This is an optimization exercise on Yosys and OpenROAD, whose aim is small area and a short achievable clock period, not a production implementation. The clock input has no modelled driver; a real chip could not lean on it and would need a root buffer or a full tree. Power is estimated from default activity; no workload was simulated.

Setup of before:
==> flow/design.v <==
module log2 #(
  parameter int FRAC_W = 5,
  parameter int MANT_W = 16
) (
  input  logic              clk,
  input  logic              rst_n,
  input  logic [7:0]        x,
  input  logic              validx,
  output logic [FRAC_W+2:0] y,
  output logic              validy
);
  logic [9:0] nrm;
  logic a20, a21, a22, a24, a25, a26, a27, a28, a29, a31;
  logic a32, a33, a34, a35, a36, a37, a38, a40, a42, a43;
  logic a44, a45, a46, a47, a48, a49, a50, a52, a53, a54;
  logic a55, a56, a57, a58, a59, a60, a61, a62, a63, a64;
  logic a66, a67, a69, a70, a71, a72, a74, a75;
  assign nrm[0] = x[0] & x[7];
  assign a20 = x[6] & ~x[7];
  assign a21 = x[0] & a20;
  assign a22 = x[1] & x[7];
  assign nrm[1] = a21 | a22;
  assign a24 = ~x[6] & ~x[7];
  assign a25 = x[5] & a24;
  assign a26 = x[0] & a25;
  assign a27 = x[1] & a20;
  assign a28 = x[2] & x[7];
  assign a29 = ~a27 & ~a28;
  assign nrm[2] = a26 | ~a29;
  assign a31 = x[1] & a25;
  assign a32 = x[0] & x[4];
  assign a33 = ~x[5] & a32;
  assign a34 = a24 & a33;
  assign a35 = x[2] & a20;
  assign a36 = x[3] & x[7];
  assign a37 = ~a35 & ~a36;
  assign a38 = ~a34 & a37;
  assign nrm[3] = a31 | ~a38;
  assign a40 = ~x[4] & ~x[5];
  assign nrm[9] = ~a24 | ~a40;
  assign a42 = x[0] & ~nrm[9];
  assign a43 = ~a20 & ~a42;
  assign a44 = x[3] & ~a43;
  assign a45 = x[1] & ~x[5];
  assign a46 = ~x[6] & a45;
  assign a47 = ~x[7] & ~a46;
  assign a48 = x[4] & ~a47;
  assign a49 = x[2] & a25;
  assign a50 = ~a48 & ~a49;
  assign nrm[4] = a44 | ~a50;
  assign a52 = x[1] & ~nrm[9];
  assign a53 = ~x[5] & ~a52;
  assign a54 = x[3] & ~x[6];
  assign a55 = ~x[7] & ~a54;
  assign a56 = ~a53 & ~a55;
  assign a57 = x[0] & ~x[3];
  assign a58 = ~nrm[9] & a57;
  assign a59 = x[4] & ~x[7];
  assign a60 = ~a58 & ~a59;
  assign a61 = ~x[5] & ~x[7];
  assign a62 = x[2] & a61;
  assign a63 = ~x[6] & ~a62;
  assign a64 = ~a60 & ~a63;
  assign nrm[5] = a56 | a64;
  assign a66 = a53 & a55;
  assign a67 = a60 & a63;
  assign nrm[6] = ~a66 & ~a67;
  assign a69 = x[1] & ~x[2];
  assign a70 = ~x[3] & ~a69;
  assign a71 = ~x[4] & ~a70;
  assign a72 = a61 & ~a71;
  assign nrm[7] = ~a20 & ~a72;
  assign a74 = ~x[2] & ~x[3];
  assign a75 = a40 & ~a74;
  assign nrm[8] = ~a24 | a75;
  localparam logic [6:0] MINV = 7'b0010110;
  logic [2:0] e_q;
  logic [6:0] m_q;
  logic       v_q;
  always_ff @(posedge clk) begin
    e_q <= nrm[9:7];
    m_q <= nrm[6:0] ^ MINV;
    v_q <= rst_n & validx;
  end
  logic [4:0] f;
  logic [6:0] m;
  assign m = m_q ^ MINV;
  logic b13, b14, b15, b16, b17, b18, b19, b20, b21, b22;
  logic b23, b24, b25, b26, b27, b28, b29, b30, b31, b32;
  logic b33, b34, b35, b36, b37, b38, b39, b40, b41, b42;
  logic b43, b44, b45, b46, b47, b48, b49, b50, b51, b52;
  logic b53, b54, b55, b56, b57, b58, b59, b60, b61, b62;
  logic b63, b65, b66, b67, b68, b69, b70, b71, b72, b73;
  logic b75, b76, b77, b79, b80;
  assign b13 = m[1] & m[2];
  assign b14 = ~m[3] & ~b13;
  assign b15 = ~m[1] & m[2];
  assign b16 = m[0] & ~b15;
  assign b17 = ~m[1] & ~b16;
  assign b18 = b14 & ~b17;
  assign b19 = m[0] & m[1];
  assign b20 = ~m[2] & ~b19;
  assign b21 = m[1] & ~m[4];
  assign b22 = ~m[3] & b21;
  assign b23 = ~b20 & ~b22;
  assign b24 = ~b18 & ~b23;
  assign b25 = m[4] & ~b13;
  assign b26 = m[3] & m[4];
  assign b27 = m[5] & ~b26;
  assign b28 = ~b25 & b27;
  assign b29 = ~b24 & b28;
  assign b30 = ~m[0] & m[3];
  assign b31 = ~m[4] & ~m[5];
  assign b32 = ~b30 & b31;
  assign b33 = m[6] & ~b32;
  assign b34 = b13 & ~b33;
  assign b35 = m[6] & ~b34;
  assign b36 = ~b29 & b35;
  assign b37 = m[3] & ~m[5];
  assign b38 = b19 & ~b37;
  assign b39 = ~m[2] & ~b21;
  assign b40 = ~b27 & b39;
  assign b41 = ~b38 & b40;
  assign b42 = b36 & ~b41;
  assign b43 = m[3] & b16;
  assign b44 = ~m[4] & ~b43;
  assign b45 = ~m[5] & ~b44;
  assign b46 = b15 & ~b37;
  assign b47 = m[0] & b26;
  assign b48 = ~m[0] & ~m[3];
  assign b49 = ~m[4] & b48;
  assign b50 = m[1] & ~b49;
  assign b51 = ~b47 & ~b50;
  assign b52 = ~m[2] & ~b51;
  assign b53 = ~b46 & ~b52;
  assign b54 = ~b45 & b53;
  assign b55 = ~m[1] & ~m[2];
  assign b56 = b25 & ~b55;
  assign b57 = ~m[6] & ~b47;
  assign b58 = ~b56 & b57;
  assign b59 = ~m[5] & ~b58;
  assign b60 = b15 & ~b48;
  assign b61 = b59 & ~b60;
  assign b62 = ~m[6] & ~b61;
  assign b63 = ~b54 & b62;
  assign f[0] = b42 | b63;
  assign b65 = m[5] & ~b36;
  assign b66 = ~b59 & ~b65;
  assign b67 = ~m[3] & ~b34;
  assign b68 = m[3] & b34;
  assign b69 = ~b67 & ~b68;
  assign b70 = ~b66 & ~b69;
  assign b71 = m[2] & b37;
  assign b72 = b66 & ~b71;
  assign b73 = ~b14 & b72;
  assign f[1] = b70 | b73;
  assign b75 = ~b67 & ~b72;
  assign b76 = m[4] & b75;
  assign b77 = ~m[4] & ~b75;
  assign f[2] = ~b76 & ~b77;
  assign b79 = m[5] & b76;
  assign b80 = ~m[5] & ~b76;
  assign f[3] = ~b79 & ~b80;
  assign f[4] = m[6] | b79;
  always_ff @(posedge clk) begin
    y      <= {e_q, f};
    validy <= rst_n & v_q;
  end
endmodule
==> flow/config.mk <==
export PLATFORM = sky130hd
export DESIGN_NAME = log2
export DESIGN_NICKNAME = log2
export VERILOG_FILES = /design/flow/design.v
export SDC_FILE = /design/flow/constraint.sdc
export NUM_CORES = 4
export LEC_CHECK = 0
export CAP_MARGIN = 20
export CORE_AREA = 2 2 62 62
export DIE_AREA = 0 0 64 64
export PLACE_DENSITY = 0.6
export SETUP_SLACK_MARGIN = 4.7
export SLEW_MARGIN = 20
==> flow/constraint.sdc <==
create_clock -name core_clock -period 7.0 [get_ports {clk}]
set_input_delay 1.4000 -clock core_clock [delete_from_list [all_inputs] [get_ports {clk}]]
set_output_delay 1.4000 -clock core_clock [all_outputs]
set_load 0.01 [all_outputs]
standard.sh (not shown) runs the stock make flow with config.mk's settings and CLKGATE_MAP_FILE= SYNTH_SCRIPT=/design/flow/synth_recipe.tcl, a recipe that flattens the netlist after the stock synthesis.
==> flow/flow/run.sh <==
#!/bin/bash
# Layout flow: the standard ORFS flow (standard.sh) with two changes:
#  - synthesis is the standard flow's own script, except that its final ABC mapping call
#    uses flow/abc_map.script (area-oriented mapping of the AND/inverter
#    network in the RTL) in place of ORFS's speed script;
#    Yosys's own quick ABC pass inside synth is skipped (SYNTH_ARGS -noabc)
#    so that this mapping starts from the RTL's network, and the
#    half/full-adder extraction is left out (ADDER_MAP_FILE empty);
#  - the port buffers that global placement inserts are buf_1 cells;
#  - after CTS, flow/clock_one_buffer.tcl replaces the clock tree with one
#    clock buffer driving all the registers (there are only 20).
# Each step's full output goes to a log file in this folder, and ORFS's own
# per-step logs stay under orfs/logs/.
set -euo pipefail
W=$PWD
F=$W/flow

# Synthesis script: synth_recipe.tcl with the abc call redirected.
{
  head -n 1 synth_recipe.tcl
  cat <<TCL
proc abc {args} {
  set i [lsearch -exact \$args -script]
  if {[file exists {$F/abc_stage1.script}]} {
    # The logic feeding the first-stage registers (the cone of wire nrm)
    # is mapped first, with its own script.
    set a1 \$args
    lset a1 [expr {\$i + 1}] {$F/abc_stage1.script}
    yosys abc {*}\$a1 w:nrm %ci*
  }
  lset args [expr {\$i + 1}] {$F/abc_map.script}
  yosys abc {*}\$args
}
TCL
  tail -n +2 synth_recipe.tcl
} > own_synth.tcl

VARS=(
  "SYNTH_SCRIPT=$W/own_synth.tcl"
  "BUFFER_PORTS_ARGS=-buffer_cell sky130_fd_sc_hd__buf_1"
  "ADDER_MAP_FILE="
  "SYNTH_ARGS=-noabc"
  "POST_CTS_TCL=$F/clock_one_buffer.tcl"
  "CLOCK_ONE_BUFFER_CELL=sky130_fd_sc_hd__clkbuf_8"
  "INPUT_BUF_CELL=sky130_fd_sc_hd__buf_2"
)
bash standard.sh "${VARS[@]}" synth > synth.log 2>&1
bash standard.sh "${VARS[@]}" finish > layout.log 2>&1
Other scripts of this flow, unchanged in this note and not shown: flow/flow/abc_map.script, flow/flow/abc_stage1.script, flow/flow/clock_one_buffer.tcl
--- input diff before..after ---
--- a/flow/design.v
+++ b/flow/design.v
@@ -73,7 +73,7 @@
   assign a74 = ~x[2] & ~x[3];
   assign a75 = a40 & ~a74;
   assign nrm[8] = ~a24 | a75;
-  localparam logic [6:0] MINV = 7'b0010110;
+  localparam logic [6:0] MINV = 7'b1111111;
   logic [2:0] e_q;
   logic [6:0] m_q;
   logic       v_q;
[summary]
before finished end to end and its layout was clean on timing, DRC and antenna.
after finished end to end and its layout was clean on timing, DRC and antenna.
Largest contributor to cell area by class: registers -> after, multi-input combinational cells -> before
Compared with before, after shows utilization of the core after routing higher by 0.22 points.
Total power density per cell area: after and before compared, lower one is after
A timing startpoint of the critical path of y[6] is what before shows, while x[5] belongs to after.
On total power, after and before are basically level.
Where minimum setup slack in the final design is concerned, before is better than after.
before -> after: remaining number of nets flagged by the antenna check after routing delta 0, exact match
Cmp after vs before: global-route usage higher in after
Diff before -> after: data required time at the worst endpoint now sits higher; final clock period utilization by the worst path has increased.
Function was not checked in any run of this note: the RTL went through the layout flow alone. No run of this note takes its clock network from TritonCTS; it comes from the design's own scripts or RTL.

## static timing again, ports no longer ideal
The flow's constraints put no driver on any port. The routed layouts listed below were extracted and timed again, unchanged, in two steps. Step 1 sets driving cells, clkbuf_16 on the clock port and buf_2 on the other inputs (assumed; they add their load-dependent delay and slew). Step 2 moves the port delays by t, midway between the first and last clock arrival at a register: inputs arrive t later, outputs are due t later. That takes back most of the time a late clock gives input paths. Slacks: ideal / step 1 / step 2; pairs: ideal / step 1.
run	t, ns	slack for setup (ns)	hold WS [ns]	clock arrival spread, ns	pins driven straight from the clock port
before	0.179	4.963 / 4.941 / 4.782	0.341 / 0.341 / 0.341	0.001 / 0.001	1
after	0.179	4.852 / 4.853 / 4.673	0.338 / 0.338 / 0.338	0.001 / 0.001	1
After both steps setup and hold are still met in every run listed. For before, which loses most, drivers alone change the setup slack by -0.022 ns; drivers and shift together by -0.181 ns.
